This design comes from an exercise in tuning for small area on the open sky130 flow, not from production work.
The RTL was checked by simulation tests, not by an equivalence proof against the original design.

lane 4:
==> flow/design.v <==
package conv_pkg;
	typedef logic [$clog2(16)-1:0] col_t;    
	typedef logic [$clog2(12)-1:0] row_t;    
	typedef logic [3*(3 * 8)-1:0] column_t;    
endpackage
`timescale 1ns/1ps
module conv_window_top
(
	input  logic                                          i_sclk,
	input  logic                                          i_arst_n,
	input  logic                                          i_vsync,
	input  logic                                          i_valid,
	input  logic [(3 * 8)-1:0]                             i_tdata,
	output logic                                          o_vsync,
	output logic                                          o_hsync,
	output logic                                          o_valid,
	output logic [3*3*(3 * 8)-1:0]     o_tdata
);
	localparam int K       = 3;
	localparam int ROW_LEN = 16 - 1;                  
	localparam int CHAIN   = (K-1)*ROW_LEN + K;           
	localparam int NE      = K * K;
	localparam int CW      = $clog2(16);
	localparam int RW      = $clog2(12 + 1);
	logic [CW-1:0]          col;                          
	logic [RW-1:0]          row;
	logic                   active;                       
	logic                   first_pend;                   
	logic                   accept;
	logic                   emit;
	logic [(3 * 8)-1:0]      pix_d;                        
	logic                   shift;                        
	logic                   emit_d;
	logic                   row_first_d;
	logic                   frame_first_d;
	logic [CHAIN*(3 * 8)-1:0] chain;                      
	assign accept = i_valid && !i_vsync;
	assign emit   = accept && active && !row[0] && (row >= RW'(K-1)) && (row < RW'(12)) &&
		!col[0] && (col >= CW'(K-1));
	always_ff @(posedge i_sclk or negedge i_arst_n)
	begin
		if (!i_arst_n)
		begin
			col        <= '0;
			row        <= '0;
			active     <= 1'b0;
			first_pend <= 1'b0;
		end
		else if (i_vsync)
		begin
			col        <= '0;
			row        <= '0;
			active     <= 1'b1;
			first_pend <= 1'b1;
		end
		else
		begin
			if (i_valid)
			begin
				col <= col + 1'b1;                        
				if (col == CW'(16 - 1))
				begin
					row <= row + 1'b1;
					if (row == RW'(12 - 1))
						active <= 1'b0;                   
				end
			end
			if (emit)
				first_pend <= 1'b0;
		end
	end
	always_ff @(posedge i_sclk or negedge i_arst_n)
	begin
		if (!i_arst_n)
		begin
			emit_d        <= 1'b0;
			row_first_d   <= 1'b0;
			frame_first_d <= 1'b0;
			o_valid       <= 1'b0;
			o_hsync       <= 1'b0;
			o_vsync       <= 1'b0;
		end
		else
		begin
			emit_d        <= emit;
			row_first_d   <= emit && (col == CW'(K-1));
			frame_first_d <= emit && first_pend;
			o_valid       <= emit_d;
			o_hsync       <= row_first_d;
			o_vsync       <= frame_first_d;
		end
	end
	always_ff @(posedge i_sclk)
	begin
		pix_d <= i_tdata;
		shift <= i_valid && (col != CW'(16 - 1));
	end
	always_ff @(posedge i_sclk)
	begin
		if (shift)
		begin
			chain <= {chain[(CHAIN-1)*(3 * 8)-1:0], pix_d};
		end
	end
	always_comb
	begin
		for (int rr = 0; rr < K; rr++)
			for (int cc = 0; cc < K; cc++)
			begin
				o_tdata[2*NE*8 + (NE-1-(rr*K+cc))*8 +: 8] = chain[((K-1-rr)*ROW_LEN + (K-1-cc))*(3 * 8) + 2*8 +: 8];
				o_tdata[  NE*8 + (NE-1-(rr*K+cc))*8 +: 8] = chain[((K-1-rr)*ROW_LEN + (K-1-cc))*(3 * 8) + 8 +: 8];
				o_tdata[            (NE-1-(rr*K+cc))*8 +: 8] = chain[((K-1-rr)*ROW_LEN + (K-1-cc))*(3 * 8) + 0 +: 8];
			end
	end
endmodule
export LEC_CHECK = 0
export CAP_MARGIN = 20
export CORE_MARGIN = 2
export CORE_UTILIZATION = 60
export CTS_BUF_LIST = sky130_fd_sc_hd__clkbuf_4
export SLEW_MARGIN = 20
create_clock -name core_clock -period 4.0 [get_ports {i_sclk}]
run.sh (not shown) runs the stock make flow with config.mk's settings and CLKGATE_MAP_FILE= SYNTH_SCRIPT=/design/flow/synth_recipe.tcl, a recipe that flattens the netlist after the stock synthesis.
Looking at the reports, lane 4 completed the entire flow and the layout it produced met the timing, DRC and antenna checks.
For lane 2, these inputs were changed with respect to lane 4:
# lane 4
export LEC_CHECK = 0
export CAP_MARGIN = 20
export CORE_MARGIN = 2
export CORE_UTILIZATION = 60
export CTS_BUF_LIST = sky130_fd_sc_hd__clkbuf_4
export SLEW_MARGIN = 20
create_clock -name core_clock -period 4.0 [get_ports {i_sclk}]
# lane 2
export LEC_CHECK = 0
export CAP_MARGIN = 20
export CORE_MARGIN = 2
export CORE_UTILIZATION = 65
export CTS_BUF_LIST = sky130_fd_sc_hd__clkbuf_8
export CTS_CLUSTER_DIAMETER = 60
export CTS_CLUSTER_SIZE = 16
export SLEW_MARGIN = 20
create_clock -name core_clock -period 4.0 [get_ports {i_sclk}]
Results
Per the final summary, lane 2 finished and its layout is clean on timing, DRC and antenna.
The worst hold slack in lane 2 was higher than what lane 4 gave.
Compared to lane 4, the router laid down less metal wire for lane 2.
Initial antenna violation count, lane 4 and lane 2: smaller value in lane 2
The lower fraction of layout cells with a size suffix above 1 came out of lane 2.
Looking at peak supply drop, lane 2 sits 0.015 mV above lane 4.
Higher wire length of the first global-routing pass among lane 4 and lane 2: lane 4

-- re-timing with driven ports --
How much do the figures lean on ideal ports? The routed layouts below were timed once more, with nothing changed but the port constraints.
Step 1 assumes that a clkbuf_16 drives the clock port and a buf_2 every other input.
Step 2, shift: input delay + t, output delay - t, t = (earliest + latest rising clock arrival at the registers) / 2. This alone moves slack from input paths to output paths.
Slacks: ideal ports / drivers / drivers and shift; pairs: ideal ports / drivers.
run | shift t [ns] | slack for setup (ns) | worst hold slack (ns) | clock arrival spread, ns
lane 4 | 0.988 | 1.271 / 1.220 / 1.621 | 0.275 / 0.245 / 0.349 | 0.040 / 0.039
lane 2 | 0.700 | 1.552 / 1.502 / 1.666 | 0.354 / 0.354 / 0.354 | 0.026 / 0.027
After both steps setup and hold are still met in every run listed.
